Context: an optimization exercise on an open-source flow, tuned for small area. The choices shown serve that exercise and are no tape-out recipe.
The RTL was checked by simulation tests, not by an equivalence proof against the original design.
Power figures rest on the tool's default switching activity, not on a simulated workload.

==> flow/design.v <==
package mg_pkg;
  typedef logic [8*8-1:0] data_t;
  typedef logic [8-1:0] keep_t;
  typedef logic [82*8-1:0] buf_t;
  typedef logic [6:0] buf_len_t;
  typedef logic [8*8-1:0] sn_t;
  typedef logic [6*8-1:0] name_t;
  typedef logic [31:0] ip_addr_t;
  typedef logic [15:0] ip_port_t;
  typedef logic [47:0] mac_addr_t;
  typedef logic [4*8-1:0] sgap_t;
  typedef enum logic [1:0] {IDLE, DECODE, APPLY} ctrl_state_e;
  typedef enum logic [1:0] {OP_NONE, OP_RESN, OP_SGAP} cfg_op_e;
endpackage
`timescale 1ns/1ps
module mg_node (
  input  logic              clk_in,
  input  logic              rst_in,
  input  logic              rx_valid,
  input  mg_pkg::data_t     rx_data,
  input  mg_pkg::keep_t     rx_keep,
  input  logic              rx_last,
  output logic              credit_return,
  output logic              dev_en,
  output mg_pkg::sn_t       dev_sn,
  output mg_pkg::ip_addr_t  mcgroup_addr,
  output mg_pkg::ip_port_t  mcgroup_port,
  output mg_pkg::mac_addr_t src_mac_addr,
  output mg_pkg::ip_addr_t  src_ip_addr,
  output mg_pkg::ip_port_t  src_port,
  output mg_pkg::sgap_t     local_sgap
);
  localparam logic [95:0] CMD_RESN   = "fonwin:resn:";
  localparam logic [31:0] LOCAL_SGAP = "sgap";
  localparam logic [47:0] DEV_NAME   = "f9pcap";
  localparam logic [1:0] C_MID  = 2'd0;
  localparam logic [1:0] C_NONE = 2'd1;
  localparam logic [1:0] C_RESN = 2'd2;
  localparam logic [1:0] C_SGAP = 2'd3;
  logic [2:0] cnt;
  logic [1:0] wp, rp;
  logic [1:0] qcode [4];
  logic [1:0] hold;      
  logic [1:0] op_q;
  logic       pop;
  logic       apply_resn, apply_sgap, apply_any;
  logic [1:0] frame_code;
  assign pop        = (cnt != 3'd0) && (hold == 2'd0);
  assign apply_any  = (hold == 2'd3) && op_q[1];
  assign apply_resn = apply_any && !op_q[0];
  assign apply_sgap = apply_any &&  op_q[0];
  always_ff @(posedge clk_in) begin
    if (rx_valid) qcode[wp] <= rx_last ? frame_code : C_MID;
  end
  always_ff @(posedge clk_in) begin
    if (rst_in) begin
      cnt           <= '0;
      wp            <= '0;
      rp            <= '0;
      hold          <= '0;
      credit_return <= 1'b0;
    end else begin
      credit_return <= pop;
      if (rx_valid) wp <= wp + 2'd1;
      if (pop)      rp <= rp + 2'd1;
      case ({rx_valid, pop})
        2'b10:   cnt <= cnt + 3'd1;
        2'b01:   cnt <= cnt - 3'd1;
        default: cnt <= cnt;
      endcase
      if (hold != 2'd0) hold <= hold + 2'd1;
      else if (pop && qcode[rp] != C_MID) hold <= 2'd1;
    end
  end
  always_ff @(posedge clk_in) begin
    if (pop) op_q <= qcode[rp];
  end
  logic [5:0] acnt;
  logic [3:0] nbytes;
  logic [5:0] len_next;
  logic [7:0] lane_d [8];
  logic       lane_k [8];
  logic [7:0] s1_d [8], s2_d [8], rot_d [8];
  logic       s1_k [8], s2_k [8], rot_k [8];
  logic [2:0] row [8];
  logic [43:0] we;
  assign nbytes   = rx_keep[0] ? 4'd8 : rx_keep[1] ? 4'd7 : rx_keep[2] ? 4'd6 :
                    rx_keep[3] ? 4'd5 : rx_keep[4] ? 4'd4 : rx_keep[5] ? 4'd3 :
                    rx_keep[6] ? 4'd2 : 4'd1;
  assign len_next = acnt + 6'(nbytes);
  always_comb begin
    for (int i = 0; i < 8; i++) begin
      lane_d[i] = rx_data[(7-i)*8 +: 8];
      lane_k[i] = rx_keep[7-i];
    end
    for (int j = 0; j < 8; j++) begin
      s1_d[j]  = acnt[0] ? lane_d[(j+7)%8] : lane_d[j];
      s1_k[j]  = acnt[0] ? lane_k[(j+7)%8] : lane_k[j];
    end
    for (int j = 0; j < 8; j++) begin
      s2_d[j]  = acnt[1] ? s1_d[(j+6)%8] : s1_d[j];
      s2_k[j]  = acnt[1] ? s1_k[(j+6)%8] : s1_k[j];
    end
    for (int j = 0; j < 8; j++) begin
      rot_d[j] = acnt[2] ? s2_d[(j+4)%8] : s2_d[j];
      rot_k[j] = acnt[2] ? s2_k[(j+4)%8] : s2_k[j];
    end
    for (int j = 0; j < 8; j++) begin
      row[j] = acnt[5:3] + ((3'(j) < acnt[2:0]) ? 3'd1 : 3'd0);
    end
    for (int p = 0; p < 44; p++) begin
      we[p] = (acnt <= 6'(p)) && (len_next > 6'(p));
    end
  end
  logic        hr, hs, hn;         
  logic        ok_r, ok_s, ok_n;
  logic        pend_resn;          
  logic        pend_name;          
  logic        wb, ab;             
  logic [7:0]  bank0 [18:31];
  logic [7:0]  bank1 [18:31];
  logic [7:0]  tail  [32:43];
  logic [7:0]  abank [18:31];
  logic [63:0] sn_ref;
  logic        resn_done, sgap_done;
  always_comb begin
    for (int p = 18; p < 32; p++) abank[p] = ab ? bank1[p] : bank0[p];
  end
  assign sn_ref = pend_resn ? {abank[18], abank[19], abank[20], abank[21],
                               abank[22], abank[23], abank[24], abank[25]}
                            : dev_sn;
  always_comb begin
    ok_r = 1'b1;
    ok_s = 1'b1;
    ok_n = 1'b1;
    for (int p = 0; p < 12; p++) begin
      if (we[p] && rot_d[p%8] != CMD_RESN[(11-p)*8 +: 8]) ok_r = 1'b0;
    end
    for (int p = 0; p < 8; p++) begin
      if (we[p] && rot_d[p%8] != sn_ref[(7-p)*8 +: 8]) ok_s = 1'b0;
    end
    for (int p = 8; p < 12; p++) begin
      if (we[p] && rot_d[p%8] != LOCAL_SGAP[(11-p)*8 +: 8]) ok_s = 1'b0;
    end
    for (int p = 12; p < 18; p++) begin
      if (we[p] && rot_d[p%8] != DEV_NAME[(17-p)*8 +: 8]) ok_n = 1'b0;
    end
  end
  assign resn_done  = hr && ok_r && (len_next == 6'd44);
  assign sgap_done  = hs && ok_s && (len_next == 6'd22);
  assign frame_code = resn_done ? C_RESN : (sgap_done ? C_SGAP : C_NONE);
  always_ff @(posedge clk_in) begin
    if (rst_in) begin
      acnt      <= '0;
      hr        <= 1'b1;
      hs        <= 1'b1;
      hn        <= 1'b1;
      wb        <= 1'b0;
      ab        <= 1'b0;
      pend_resn <= 1'b0;
    end else begin
      if (rx_valid) begin
        if (rx_last) begin
          acnt <= '0;
          hr   <= 1'b1;
          hs   <= 1'b1;
          hn   <= 1'b1;
          if (resn_done || sgap_done) wb <= !wb;
        end else begin
          if (!(acnt[5] && acnt[4])) acnt <= len_next;
          hr <= hr && ok_r;
          hs <= hs && ok_s;
          hn <= hn && ok_n;
        end
      end
      if (apply_any) ab <= !ab;
      if (rx_valid && rx_last && resn_done) pend_resn <= 1'b1;
      else if (apply_resn) pend_resn <= 1'b0;
    end
  end
  always_ff @(posedge clk_in) begin
    if (rx_valid && rx_last && resn_done) pend_name <= hn && ok_n;
  end
  always_ff @(posedge clk_in) begin
    for (int p = 18; p < 32; p++) begin
      if (rx_valid && we[p] && !wb) bank0[p] <= rot_d[p%8];
      if (rx_valid && we[p] &&  wb) bank1[p] <= rot_d[p%8];
    end
    for (int p = 32; p < 44; p++) begin
      if (rx_valid && we[p]) tail[p] <= rot_d[p%8];
    end
  end
  logic name_ok;
  logic r_ld0, r_ld1, r_hold, g_ld0, g_ld1, g_hold;
  logic [111:0] rb0, rb1, rq, rd;
  logic [95:0]  tl, tq, td;
  logic [31:0]  gb0, gb1, gq, gd;
  assign r_ld0  = apply_resn && !ab && !rst_in;
  assign r_ld1  = apply_resn &&  ab && !rst_in;
  assign r_hold = !apply_resn && !rst_in;
  assign g_ld0  = apply_sgap && !ab && !rst_in;
  assign g_ld1  = apply_sgap &&  ab && !rst_in;
  assign g_hold = !apply_sgap && !rst_in;
  always_comb begin
    for (int p = 18; p < 32; p++) begin
      rb0[(31-p)*8 +: 8] = bank0[p];
      rb1[(31-p)*8 +: 8] = bank1[p];
    end
    for (int p = 32; p < 44; p++) tl[(43-p)*8 +: 8] = tail[p];
    gb0 = rb0[111:80];
    gb1 = rb1[111:80];
  end
  assign rq = {dev_sn, mcgroup_addr, mcgroup_port};
  assign tq = {src_mac_addr, src_ip_addr, src_port};
  assign gq = local_sgap;
  assign rd = ({112{r_ld0}} & rb0) | ({112{r_ld1}} & rb1) | ({112{r_hold}} & rq);
  assign td = ({96{r_ld0 | r_ld1}} & tl) | ({96{r_hold}} & tq);
  assign gd = ({32{g_ld0}} & gb0) | ({32{g_ld1}} & gb1) | ({32{g_hold}} & gq);
  always_ff @(posedge clk_in) begin
    {dev_sn, mcgroup_addr, mcgroup_port}    <= rd;
    {src_mac_addr, src_ip_addr, src_port}   <= td;
    local_sgap                              <= gd;
    dev_en  <= name_ok && !rst_in;
    name_ok <= ((r_ld0 | r_ld1) && pend_name) || (r_hold && name_ok);
  end
endmodule
export LEC_CHECK = 0
export ABC_AREA = 1
export CAP_MARGIN = 20
export CORE_MARGIN = 2
export CORE_UTILIZATION = 65
export SLEW_MARGIN = 20
create_clock -name core_clock -period 8.0 [get_ports {clk_in}]
standard.sh (not shown) runs the stock make flow with config.mk's settings and CLKGATE_MAP_FILE= SYNTH_SCRIPT=/design/flow/synth_recipe.tcl, a recipe that flattens the netlist after the stock synthesis.
==> flow/flow/run.sh <==
#!/bin/bash
# Layout flow: the standard synthesis, then the combinational logic between
# the (untouched) registers is remapped by ABC for area a few times, keeping
# the smallest netlist, which is proved equivalent to the standard netlist;
# then the standard ORFS layout with single-size port buffers and a clock tree
# of small buffers.
set -euo pipefail
F=$(pwd)/flow
R=$(pwd)/orfs/results/sky130hd/mg_node/base
LIB=$FLOW_HOME/platforms/sky130hd/lib/sky130_fd_sc_hd__tt_025C_1v80.lib

bash standard.sh synth > synth_std.log 2>&1
cp $R/1_2_yosys.v $R/1_2_yosys.std.v

# remap IN OUT TAG: one ABC area pass over the logic between the registers
remap() {
  cat > resynth_$3.ys <<EOY
read_liberty -ignore_miss_func $LIB
blackbox $(cat $F/seqcells.txt)
read_verilog $1
hierarchy -top $FLOW_TOP
flatten
opt_clean
abc -script $F/area.script -liberty $LIB $(cat $F/dontuse.txt) -D 8000
opt_clean -purge
hilomap -singleton -hicell sky130_fd_sc_hd__conb_1 HI -locell sky130_fd_sc_hd__conb_1 LO
splitnets
opt_clean -purge
stat -liberty $LIB
write_verilog -noattr -noexpr -nohex -nodec $2
EOY
  yosys -l resynth_$3.log -q resynth_$3.ys > /dev/null 2>&1 || return 1
  grep "Chip area for module" resynth_$3.log | tail -1 | awk '{print $NF}'
}

best=""; best_area=""; cur=$R/1_2_yosys.std.v
for i in 1 2 3 4 5 6; do
  out=$R/1_2_yosys.r$i.v
  if a=$(remap $cur $out $i); then
    echo "pass $i: $a" >> resynth_status.log
    if [ -z "$best" ] || awk "BEGIN{exit !($a < $best_area)}"; then best=$out; best_area=$a; fi
    cur=$out
  else
    echo "pass $i failed" >> resynth_status.log
    break
  fi
done

ok=0
if [ -n "$best" ]; then
  # combinational equivalence with the registers as cut points
  python3 $F/cutff.py $R/1_2_yosys.std.v eq_a.v $F/seqcells.txt
  python3 $F/cutff.py $best eq_b.v $F/seqcells.txt
  cat > eq.ys <<EOY
read_liberty -ignore_miss_func $LIB
read_verilog eq_a.v
rename $FLOW_TOP gold
read_verilog eq_b.v
rename $FLOW_TOP gate
flatten gold gate
miter -equiv -flatten gold gate miter
hierarchy -top miter
opt_clean
techmap
opt -fast
aigmap
write_aiger -zinit eq_miter.aig
EOY
  if yosys -l eq_yosys.log -q eq.ys > /dev/null 2>&1; then
    yosys-abc -c "read_aiger eq_miter.aig; strash; iprove" > eq_abc.log 2>&1 || true
    na=$(grep -c '^\s*sky130_fd_sc_hd__\(dfxtp\|edfxtp\|dfrtp\|dfxbp\)' $R/1_2_yosys.std.v || true)
    nb=$(grep -c '^\s*sky130_fd_sc_hd__\(dfxtp\|edfxtp\|dfrtp\|dfxbp\)' $best || true)
    if grep -q "^UNSATISFIABLE" eq_abc.log && [ "$na" = "$nb" ]; then ok=1; fi
  fi
fi
if [ $ok = 1 ]; then
  echo "using $best ($best_area), proved equivalent" >> resynth_status.log
  cp $best $R/1_2_yosys.v
else
  echo "remap not used" >> resynth_status.log
fi
rm -f $R/1_synth.odb
touch $R/1_2_yosys.v

export BUFFER_PORTS_ARGS="-buffer_cell sky130_fd_sc_hd__buf_1"
export CTS_ARGS="-sink_clustering_enable -repair_clock_nets -dont_use_dummy_load -sink_clustering_size 9 -sink_clustering_max_diameter 45 -buf_list {sky130_fd_sc_hd__clkbuf_4}"
bash standard.sh finish > standard.log 2>&1
Other scripts of this flow, unchanged in this note and not shown: flow/flow/area.script, flow/flow/cutff.py, flow/flow/dontuse.txt, flow/flow/seqcells.txt
Edit:
==> flow/flow/run.sh (replaced) <==
#!/bin/bash
# Layout flow: the standard synthesis, then the combinational logic between
# the (untouched) registers is remapped by ABC for area and proved equivalent
# to the standard netlist; then the standard ORFS layout with single-size port
# buffers and a clock tree of small buffers.
set -euo pipefail
F=$(pwd)/flow
R=$(pwd)/orfs/results/sky130hd/mg_node/base
LIB=$FLOW_HOME/platforms/sky130hd/lib/sky130_fd_sc_hd__tt_025C_1v80.lib

bash standard.sh synth > synth_std.log 2>&1

# --- remap combinational logic ---
cp $R/1_2_yosys.v $R/1_2_yosys.std.v
cat > resynth.ys <<EOY
read_liberty -ignore_miss_func $LIB
blackbox $(cat $F/seqcells.txt)
read_verilog $R/1_2_yosys.std.v
hierarchy -top $FLOW_TOP
flatten
opt_clean
abc -script $F/area.script -liberty $LIB $(cat $F/dontuse.txt) -D 8000
opt_clean -purge
hilomap -singleton -hicell sky130_fd_sc_hd__conb_1 HI -locell sky130_fd_sc_hd__conb_1 LO
splitnets
opt_clean -purge
stat -liberty $LIB
write_verilog -noattr -noexpr -nohex -nodec $R/1_2_yosys.new.v
EOY
ok=0
if yosys -l resynth.log -q resynth.ys > /dev/null 2>&1; then
  # combinational equivalence with the registers as cut points
  python3 $F/cutff.py $R/1_2_yosys.std.v eq_a.v $F/seqcells.txt
  python3 $F/cutff.py $R/1_2_yosys.new.v eq_b.v $F/seqcells.txt
  cat > eq.ys <<EOY
read_liberty -ignore_miss_func $LIB
read_verilog eq_a.v
rename $FLOW_TOP gold
read_verilog eq_b.v
rename $FLOW_TOP gate
flatten gold gate
miter -equiv -flatten gold gate miter
hierarchy -top miter
opt_clean
techmap
opt -fast
aigmap
write_aiger -zinit eq_miter.aig
EOY
  if yosys -l eq_yosys.log -q eq.ys > /dev/null 2>&1; then
    yosys-abc -c "read_aiger eq_miter.aig; strash; iprove" > eq_abc.log 2>&1 || true
    na=$(grep -c '^\s*sky130_fd_sc_hd__\(dfxtp\|edfxtp\|dfrtp\|dfxbp\)' $R/1_2_yosys.std.v || true)
    nb=$(grep -c '^\s*sky130_fd_sc_hd__\(dfxtp\|edfxtp\|dfrtp\|dfxbp\)' $R/1_2_yosys.new.v || true)
    if grep -q "^UNSATISFIABLE" eq_abc.log && [ "$na" = "$nb" ]; then ok=1; fi
  fi
fi
if [ $ok = 1 ]; then
  echo "remapped netlist proved equivalent; using it" > resynth_status.log
  cp $R/1_2_yosys.new.v $R/1_2_yosys.v
else
  echo "remap not used" > resynth_status.log
fi
rm -f $R/1_synth.odb
touch $R/1_2_yosys.v

export DONT_USE_CELLS="sky130_fd_sc_hd__buf_4 sky130_fd_sc_hd__buf_6 sky130_fd_sc_hd__buf_8 sky130_fd_sc_hd__buf_12 sky130_fd_sc_hd__buf_16"
export GPL_KEEP_OVERFLOW=0
export BUFFER_PORTS_ARGS="-buffer_cell sky130_fd_sc_hd__buf_1"
export CTS_ARGS="-sink_clustering_enable -repair_clock_nets -dont_use_dummy_load -sink_clustering_size 9 -sink_clustering_max_diameter 45 -buf_list {sky130_fd_sc_hd__clkbuf_4}"
bash standard.sh finish > standard.log 2>&1
- CORE_UTILIZATION: 65 -> 45
After rerunning: Synthesized cell count is about the same. Maximum frequency decreases by 11%. Power increases by 4.8%. Synthesized area increases by 1.0%. Via count decreases by 1.4%.
Edit:
--- a/flow/flow/run.sh
+++ b/flow/flow/run.sh
@@ -66,3 +66,2 @@
 export DONT_USE_CELLS="sky130_fd_sc_hd__buf_4 sky130_fd_sc_hd__buf_6 sky130_fd_sc_hd__buf_8 sky130_fd_sc_hd__buf_12 sky130_fd_sc_hd__buf_16"
-export GPL_KEEP_OVERFLOW=0
 export BUFFER_PORTS_ARGS="-buffer_cell sky130_fd_sc_hd__buf_1"
- CORE_UTILIZATION: 45 -> 75
The new run completed with no timing, DRC or antenna violations.
Combinational power is higher by 8.7%.
Core utilization is higher by 33 points.
Die area is lower by 39%.
Worst hold slack gets better by 0.049 ns.
Register-to-register slack gets better by 0.02 ns.
Synthesized cell count does not change.
Edit:
--- a/flow/flow/run.sh
+++ b/flow/flow/run.sh
@@ -65,5 +65,4 @@
 
-export DONT_USE_CELLS="sky130_fd_sc_hd__buf_4 sky130_fd_sc_hd__buf_6 sky130_fd_sc_hd__buf_8 sky130_fd_sc_hd__buf_12 sky130_fd_sc_hd__buf_16"
 export BUFFER_PORTS_ARGS="-buffer_cell sky130_fd_sc_hd__buf_1"
-export CTS_ARGS="-sink_clustering_enable -repair_clock_nets -dont_use_dummy_load -sink_clustering_size 9 -sink_clustering_max_diameter 45 -buf_list {sky130_fd_sc_hd__clkbuf_4}"
+export CTS_ARGS="-sink_clustering_enable -repair_clock_nets -dont_use_dummy_load -sink_clustering_size 35 -sink_clustering_max_diameter 80 -buf_list {sky130_fd_sc_hd__clkbuf_16}"
 bash standard.sh finish > standard.log 2>&1
- CORE_UTILIZATION: 75 -> 45
The new run produced a clean layout.
Utilization came out lower by 33 points.
Design area came out higher by 2.5%.
Area after synthesis does not change.
Routed wire length came out lower by about 7%.
Maximum frequency barely changes.
Clock skew came out lower by 0.017 ns.
Worst hold slack gets worse by 0.051 ns.
Count of clock-buffer cells in the layout came out lower by 48.

port drivers added, routing unchanged:
How much do the figures lean on ideal ports? The routed layouts below were timed once more, with nothing changed but the port constraints.
Step 1 assumes that a clkbuf_16 drives the clock port and a buf_2 every other input.
Step 2 times the ports against the registers' clock, not the clock port: input delays grow and output delays shrink by t, the midpoint of the rising clock arrivals with the driver on.
Slacks: no drivers / after step 1 / after step 2; pairs: no drivers / after step 1.
run | t (ns) | setup slack, ns | pins driven straight from the clock port
the first run | 0.837 | 1.686 / 1.721 / 0.884 | 1
the second run | 0.877 | 0.945 / 0.968 / 0.091 | 1
the third run | 0.786 | 1.121 / 1.153 / 0.366 | 1
the fourth run | 0.658 | 1.103 / 1.144 / 0.486 | 1
After both steps setup and hold are still met in every run listed. For the second run, which loses most, drivers alone change the setup slack by +0.023 ns; drivers and shift together by -0.854 ns.
